From an optimization exercise on the open Yosys and OpenROAD flow, aimed at small area, a short achievable clock period and few clock cycles per item; shortcuts taken in it are not production practice. Where RTL was checked, it was by simulation tests only, not by an equivalence proof against the original.

==> run C: inputs <==
Design aes_block_encrypt_unit, start of the top module:
module aes_block_encrypt_unit (
	input  logic        clk,
	input  logic        arst_n,
	input  logic        start,
	output logic        busy,
	input  logic [63:0] plaintext_high,
	input  logic [63:0] plaintext_low,
	output logic        done,
	output logic [63:0] ciphertext_high,
	output logic [63:0] ciphertext_low,
	input  logic        cfg_we,
	input  logic [2:0]  cfg_index,
	input  logic [63:0] cfg_data
);
	logic [1:0] key_size_q, key_size_d;
	logic [63:0] key_part_q [0:3];
	logic [63:0] key_part_d [0:3];
	logic busy_q, done_q;
	logic [3:0] rnd_q, g_nr;
	logic [7:0] rcon_q;
	logic ph1_q, ph2_q, odd_q;
	logic [255:0] win_q, win_step;
	logic [31:0] sin_q, sin_step, sin_load;
	logic [127:0] st_q, rnd_out;
	logic accept, last, stepping, m128, m192, rot_used;
	assign g_nr = aes_pkg::key_nr(key_size_q);
	assign m128 = (key_size_q == 2'd0);
	assign m192 = (key_size_q == 2'd1);
	assign accept = start && !busy_q;
	assign last = busy_q && (rnd_q == g_nr);
	assign stepping = accept || (busy_q && !last);
	assign rot_used = m128 || (m192 ? !ph2_q : !odd_q);
	assign busy = busy_q;
	assign done = done_q;
	aes_key_expand u_kx (
		.win(win_q), .sin(sin_q), .m128(m128), .m192(m192), .ph1(ph1_q), .ph2(ph2_q),
		.odd(odd_q), .rcon(rcon_q), .step(stepping),
		.kload({key_part_d[0], key_part_d[1], key_part_d[2], key_part_d[3]}), .sload(sin_load),
		.wout(win_step), .sout(sin_step)
	);
	aes_round u_round (
		.state_in(st_q), .round_key(win_q[255:128]), .load_data({plaintext_high, plaintext_low}),
		.load(accept), .last(last), .state_out(rnd_out)
	);
	always_comb begin
		for (int i = 0; i < 4; i++)
			key_part_d[i] = (cfg_we && cfg_index == 3'(i + 1)) ? cfg_data : key_part_q[i];
  ...
==> module aes_key_expand, before the edit <==
module aes_key_expand (
	input  logic [255:0] win,
	input  logic [31:0]  sin,
	input  logic         m128,
	input  logic         m192,
	input  logic         ph1,       
	input  logic         ph2,       
	input  logic         odd,       
	input  logic [7:0]   rcon,
	input  logic         step,      
	input  logic [255:0] kload,
	input  logic [31:0]  sload,
	output logic [255:0] wout,
	output logic [31:0]  sout
);
	logic [31:0] w [0:7];
	logic [31:0] q [0:7];
	logic [7:0] g;
	logic [31:0] sb, sbr, rc, e, p0, p1, p2, p3, b2, b3, qs;
	logic m256, gs, rot_next;
	always_comb begin
		for (int i = 0; i < 8; i++) w[i] = win[255 - 32*i -: 32];
		m256 = !m128 && !m192;
		sb = aes_pkg::sub_word(sin);
		rc = (m256 && odd) ? 32'h0 : {rcon, 24'h0};
		e = (m192 && (ph1 || ph2)) ? w[5] : rc;
		p0 = w[0] ^ e;
		p1 = p0 ^ w[1];
		p2 = p1 ^ w[2];
		p3 = p2 ^ w[3];
		b2 = w[2] ^ rc;
		b3 = b2 ^ w[3];
		if (m128) begin
			q[0] = p0; q[1] = p1; q[2] = p2; q[3] = p3;
			q[4] = p0; q[5] = p1;
			g = 8'hff;
		end else if (m192) begin
			q[0] = w[4]; q[1] = w[5]; q[2] = p0; q[3] = p1;
			q[4] = ph1 ? b2 : p2; q[5] = ph1 ? b3 : p3;
			g = ph1 ? 8'b00001111 : (ph2 ? 8'b00000011 : 8'b00111111);
		end else begin
			q[0] = w[4]; q[1] = w[5]; q[2] = w[6]; q[3] = w[7];
			q[4] = p0; q[5] = p1;
			g = 8'b00001111;
		end
		q[6] = p2; q[7] = p3;
		if (!step) begin
			for (int i = 0; i < 8; i++) q[i] = kload[255 - 32*i -: 32];
			g = 8'h00;
		end
		for (int i = 0; i < 8; i++) wout[255 - 32*i -: 32] = q[i] ^ (sb & {32{g[7-i]}});
		qs = p3 ^ ((m192 && !ph1 && !ph2) ? (w[4] ^ w[5]) : 32'h0);
		gs = !(m192 && (ph1 || ph2));
		rot_next = !(m256 && !odd);
		if (rot_next) begin
			qs = {qs[23:0], qs[31:24]};
			sbr = {sb[23:0], sb[31:24]};
		end else begin
			sbr = sb;
		end
		if (!step) begin
			qs = sload; gs = 1'b0;
		end
		sout = qs ^ (sbr & {32{gs}});
	end
endmodule
==> module aes_block_encrypt_unit, before the edit <==
module aes_block_encrypt_unit (
	input  logic        clk,
	input  logic        arst_n,
	input  logic        start,
	output logic        busy,
	input  logic [63:0] plaintext_high,
	input  logic [63:0] plaintext_low,
	output logic        done,
	output logic [63:0] ciphertext_high,
	output logic [63:0] ciphertext_low,
	input  logic        cfg_we,
	input  logic [2:0]  cfg_index,
	input  logic [63:0] cfg_data
);
	logic [1:0] key_size_q, key_size_d;
	logic [63:0] key_part_q [0:3];
	logic [63:0] key_part_d [0:3];
	logic busy_q, done_q;
	logic [3:0] rnd_q, g_nr;
	logic [7:0] rcon_q;
	logic ph1_q, ph2_q, odd_q;
	logic [255:0] win_q, win_step;
	logic [31:0] sin_q, sin_step, sin_load;
	logic [127:0] st_q, rnd_out;
	logic accept, last, stepping, m128, m192, rot_used;
	assign g_nr = aes_pkg::key_nr(key_size_q);
	assign m128 = (key_size_q == 2'd0);
	assign m192 = (key_size_q == 2'd1);
	assign accept = start && !busy_q;
	assign last = busy_q && (rnd_q == g_nr);
	assign stepping = accept || (busy_q && !last);
	assign rot_used = m128 || (m192 ? !ph2_q : !odd_q);
	assign busy = busy_q;
	assign done = done_q;
	aes_key_expand u_kx (
		.win(win_q), .sin(sin_q), .m128(m128), .m192(m192), .ph1(ph1_q), .ph2(ph2_q),
		.odd(odd_q), .rcon(rcon_q), .step(stepping),
		.kload({key_part_d[0], key_part_d[1], key_part_d[2], key_part_d[3]}), .sload(sin_load),
		.wout(win_step), .sout(sin_step)
	);
	aes_round u_round (
		.state_in(st_q), .round_key(win_q[255:128]), .load_data({plaintext_high, plaintext_low}),
		.load(accept), .last(last), .state_out(rnd_out)
	);
	always_comb begin
		for (int i = 0; i < 4; i++)
			key_part_d[i] = (cfg_we && cfg_index == 3'(i + 1)) ? cfg_data : key_part_q[i];
		key_size_d = (cfg_we && cfg_index == CFG_KEY_SIZE) ? cfg_data[1:0] : key_size_q;
		case (key_size_d)
			2'd0: sin_load = key_part_d[1][31:0];
			2'd1: sin_load = key_part_d[2][31:0];
			default: sin_load = key_part_d[3][31:0];
		endcase
		sin_load = {sin_load[23:0], sin_load[31:24]};
	end
	always_ff @(posedge clk or negedge arst_n) begin
		if (!arst_n) begin
			key_size_q <= KEY_SIZE_128;
			for (int i = 0; i < 4; i++) key_part_q[i] <= '0;
			busy_q <= 1'b0;
			done_q <= 1'b0;
			rnd_q <= '0;
			rcon_q <= 8'h01;
			ph1_q <= 1'b0;
			ph2_q <= 1'b0;
			odd_q <= 1'b0;
			win_q <= '0;
			sin_q <= '0;
		end else begin
			key_size_q <= key_size_d;
			for (int i = 0; i < 4; i++) key_part_q[i] <= key_part_d[i];
			done_q <= last;
			if (accept) begin
				busy_q <= 1'b1;
				rnd_q <= 4'd1;
			end else if (last) begin
				busy_q <= 1'b0;
				rnd_q <= 4'd0;
			end else if (busy_q) begin
				rnd_q <= rnd_q + 4'd1;
			end
			win_q <= win_step;
			sin_q <= sin_step;
			if (stepping) begin
				if (rot_used) rcon_q <= aes_pkg::xtime(rcon_q);
				ph1_q <= !ph1_q && !ph2_q;
				ph2_q <= ph1_q;
				odd_q <= !odd_q;
			end else begin
				rcon_q <= 8'h01;
				ph1_q <= 1'b0;
				ph2_q <= 1'b0;
				odd_q <= 1'b0;
			end
		end
	end
	always_ff @(posedge clk) st_q <= rnd_out;
	assign ciphertext_high = st_q[127:64];
	assign ciphertext_low = st_q[63:0];
endmodule
make LEC_CHECK=0 ABC_AREA=1 CAP_MARGIN=20 CORE_MARGIN=2 CORE_UTILIZATION=60 PLACE_DENSITY=0.72 SETUP_SLACK_MARGIN=2.0 SLEW_MARGIN=20 finish   # period 7.0 ns
run.sh (not shown) runs the stock make flow with config.mk's settings and CLKGATE_MAP_FILE= SYNTH_SCRIPT=/design/flow/synth_recipe.tcl, a recipe that flattens the netlist after the stock synthesis.
==> run R (differences from run C) <==
- CORE_UTILIZATION: 60 -> 50
- PLACE_DENSITY: 0.72 -> 0.65
==> run Z (differences from run C) <==
--- a/flow/design.v
+++ b/flow/design.v
@@ -220,7 +220,4 @@
 	input  logic         odd,       
 	input  logic [7:0]   rcon,
-	input  logic         step,      
-	input  logic [255:0] kload,
-	input  logic [31:0]  sload,
 	output logic [255:0] wout,
 	output logic [31:0]  sout
@@ -229,5 +226,5 @@
 	logic [31:0] q [0:7];
 	logic [7:0] g;
-	logic [31:0] sb, sbr, rc, e, p0, p1, p2, p3, b2, b3, qs;
+	logic [31:0] sb, rc, p0, p1, p2, p3, a0, a1, qs;
 	logic m256, gs, rot_next;
 	always_comb begin
@@ -236,43 +233,43 @@
 		sb = aes_pkg::sub_word(sin);
 		rc = (m256 && odd) ? 32'h0 : {rcon, 24'h0};
-		e = (m192 && (ph1 || ph2)) ? w[5] : rc;
-		p0 = w[0] ^ e;
+		p0 = w[0] ^ rc;
 		p1 = p0 ^ w[1];
 		p2 = p1 ^ w[2];
 		p3 = p2 ^ w[3];
-		b2 = w[2] ^ rc;
-		b3 = b2 ^ w[3];
+		a0 = w[0] ^ w[5];
+		a1 = a0 ^ w[1];
 		if (m128) begin
 			q[0] = p0; q[1] = p1; q[2] = p2; q[3] = p3;
-			q[4] = p0; q[5] = p1;
+			q[4] = p0; q[5] = p1; q[6] = p2; q[7] = p3;
 			g = 8'hff;
 		end else if (m192) begin
-			q[0] = w[4]; q[1] = w[5]; q[2] = p0; q[3] = p1;
-			q[4] = ph1 ? b2 : p2; q[5] = ph1 ? b3 : p3;
-			g = ph1 ? 8'b00001111 : (ph2 ? 8'b00000011 : 8'b00111111);
+			q[0] = w[4]; q[1] = w[5];
+			if (ph1) begin
+				q[2] = a0; q[3] = a1; q[4] = w[2] ^ rc; q[5] = w[2] ^ w[3] ^ rc;
+				g = 8'b00001100;
+			end else if (ph2) begin
+				q[2] = a0; q[3] = a1; q[4] = a1 ^ w[2]; q[5] = a1 ^ w[2] ^ w[3];
+				g = 8'b00000000;
+			end else begin
+				q[2] = p0; q[3] = p1; q[4] = p2; q[5] = p3;
+				g = 8'b00111100;
+			end
+			q[6] = p2; q[7] = p3;
 		end else begin
 			q[0] = w[4]; q[1] = w[5]; q[2] = w[6]; q[3] = w[7];
-			q[4] = p0; q[5] = p1;
+			q[4] = p0; q[5] = p1; q[6] = p2; q[7] = p3;
 			g = 8'b00001111;
 		end
-		q[6] = p2; q[7] = p3;
-		if (!step) begin
-			for (int i = 0; i < 8; i++) q[i] = kload[255 - 32*i -: 32];
-			g = 8'h00;
-		end
 		for (int i = 0; i < 8; i++) wout[255 - 32*i -: 32] = q[i] ^ (sb & {32{g[7-i]}});
-		qs = p3 ^ ((m192 && !ph1 && !ph2) ? (w[4] ^ w[5]) : 32'h0);
-		gs = !(m192 && (ph1 || ph2));
-		rot_next = !(m256 && !odd);
-		if (rot_next) begin
-			qs = {qs[23:0], qs[31:24]};
-			sbr = {sb[23:0], sb[31:24]};
+		if (m192 && !ph1 && !ph2) begin
+			qs = w[4] ^ w[5] ^ p3; gs = 1'b1;
+		end else if (m192) begin
+			qs = a1 ^ w[2] ^ w[3]; gs = 1'b0;
 		end else begin
-			sbr = sb;
-		end
-		if (!step) begin
-			qs = sload; gs = 1'b0;
+			qs = p3; gs = 1'b1;
 		end
-		sout = qs ^ (sbr & {32{gs}});
+		rot_next = !(m256 && !odd);
+		sout = qs ^ (sb & {32{gs}});
+		if (rot_next) sout = {sout[23:0], sout[31:24]};
 	end
 endmodule
@@ -314,7 +311,5 @@
 	aes_key_expand u_kx (
 		.win(win_q), .sin(sin_q), .m128(m128), .m192(m192), .ph1(ph1_q), .ph2(ph2_q),
-		.odd(odd_q), .rcon(rcon_q), .step(stepping),
-		.kload({key_part_d[0], key_part_d[1], key_part_d[2], key_part_d[3]}), .sload(sin_load),
-		.wout(win_step), .sout(sin_step)
+		.odd(odd_q), .rcon(rcon_q), .wout(win_step), .sout(sin_step)
 	);
 	aes_round u_round (
@@ -359,7 +354,7 @@
 				rnd_q <= rnd_q + 4'd1;
 			end
-			win_q <= win_step;
-			sin_q <= sin_step;
 			if (stepping) begin
+				win_q <= win_step;
+				sin_q <= sin_step;
 				if (rot_used) rcon_q <= aes_pkg::xtime(rcon_q);
 				ph1_q <= !ph1_q && !ph2_q;
@@ -367,4 +362,6 @@
 				odd_q <= !odd_q;
 			end else begin
+				win_q <= {key_part_d[0], key_part_d[1], key_part_d[2], key_part_d[3]};
+				sin_q <= sin_load;
 				rcon_q <= 8'h01;
 				ph1_q <= 1'b0;
- CORE_UTILIZATION: 60 -> 40
- PLACE_DENSITY: 0.72 -> unset
- SETUP_SLACK_MARGIN: 2.0 -> unset
==> run A (differences from run C) <==
==> flow/flow/run.sh (new file) <==
#!/bin/bash
# Layout flow: the standard flow with two changes:
# - synthesis maps with ABC's area script using "dch -f" (full choice computation) instead of
#   "dch"; the rest of synthesis, and so every register, is unchanged;
# - the buffers placement puts on every input and output port are sky130_fd_sc_hd__buf_1.
# The make output goes to standard_flow.log; each ORFS step keeps its own log under orfs/logs.
set -euo pipefail
mkdir -p scripts_mod
cp -r "$FLOW_HOME"/scripts/. scripts_mod/
sed -i 's/^dch$/dch -f/' scripts_mod/abc_area.script
bash standard.sh "SCRIPTS_DIR=$PWD/scripts_mod" "BUFFER_PORTS_ARGS=-buffer_cell sky130_fd_sc_hd__buf_1" finish > standard_flow.log 2>&1
==> flow/standard.sh (new file) <==
#!/bin/bash
# synth_recipe.tcl (not shown) runs the flow's synth.tcl, then flattens the netlist and writes it again
# the make line also repeats each setting of config.mk as NAME=value (left out here)
make -C /OpenROAD-flow-scripts/flow DESIGN_CONFIG=/design/flow/config.mk WORK_HOME=/design/flow/orfs CLKGATE_MAP_FILE= SYNTH_SCRIPT=/design/flow/synth_recipe.tcl "${@:-finish}"
- CORE_UTILIZATION: 60 -> 50
- PLACE_DENSITY: 0.72 -> 0.65
removed: flow/run.sh
==> summary of the runs <==
The lowest sequential share of layout area belongs to run R, the highest to run A. Against run R, the non-clock buffer count of run A is higher by 27. Between run C and run R, the lower first-iteration DRC count is in run R (gap about 55%, measured against run R).
==> figures <==
| metric | run Z | run A | run R | run C |
|---|---|---|---|---|
| Initial Utilization | 40.2% | 50.5% | 50.3% | 60.6% |
| Finished Layout Cells | 17400 | 15700 | 16200 | 15900 |
| Worst Hold Path Cells | 1 | 2 | 2 | 2 |
| Worst path most repeated cell | sky130_fd_sc_hd__nand2_1 | sky130_fd_sc_hd__xor2_1 | sky130_fd_sc_hd__nand2_1 | sky130_fd_sc_hd__nand2_1 |
| Yosys cell types | 63 | 56 | 64 | 64 |
| Hold path start | odd_q | key_part_q[2][38] | key_part_q[0][29] | key_part_q[0][59] |
| Worst Clk Skew | 44.5 ps | 97.1 ps | 47.8 ps | 29.2 ps |
| Routed vias | 93600 | 88100 | 92500 | 97900 |
| Placeable Area | 202000 um^2 | 152000 um^2 | 156000 um^2 | 130000 um^2 |
| Status | timing/DRC/antenna clean | timing/DRC/antenna clean | timing/DRC/antenna clean | timing/DRC/antenna clean |
| Final nets | 14900 | 13800 | 14300 | 14300 |
| Routability congestion estimate | 1.02 | 1.06 | 1.07 | 1.14 |
Testbench counts of run C, summed over its fixed seeds: cycles 30,296, blocks 2,304.
Testbench counts of run R, summed over its fixed seeds: cycles 30,296, blocks 2,304.
Testbench counts of run A, summed over its fixed seeds: cycles 30,296, blocks 2,304.
Function not checked in run Z: the RTL went through the layout flow alone.

==> re-timing with driven ports <==
The flow's constraints put no driver on any port. The routed layouts listed below were extracted and timed again, unchanged, in two steps.
Step 1: set_driving_cell puts a clkbuf_16 on clk and a buf_2 on each other input, an assumption about the parent block.
Step 2 adds t to the input delays and takes it off the output delays; t is the mean of the earliest and latest rising clock arrival at the registers after step 1. Input paths then give back, and output paths get back, about the clock's delay inside the block.
a / b / c = ideal ports / drivers / drivers and shift; a / b = the first two.
run	shift t [ns]	setup WS [ns]	worst setup path after step 2	clock arrival spread, ns	worst data-port slew with drivers (ns)
run C	0.823	2.012 / 2.052 / 1.259	input to register	0.031 / 0.031	0.19
run R	0.821	2.113 / 2.113 / 1.570	input to register	0.052 / 0.052	0.24
run Z	0.833	0.677 / 0.677 / 0.677	register to register	0.045 / 0.045	0.13
run A	0.806	2.085 / 2.085 / 1.575	input to register	0.099 / 0.099	0.17
After both steps every run listed still meets setup and hold. For run C, which loses most, drivers alone change the setup slack by +0.040 ns; drivers and shift together by -0.753 ns.
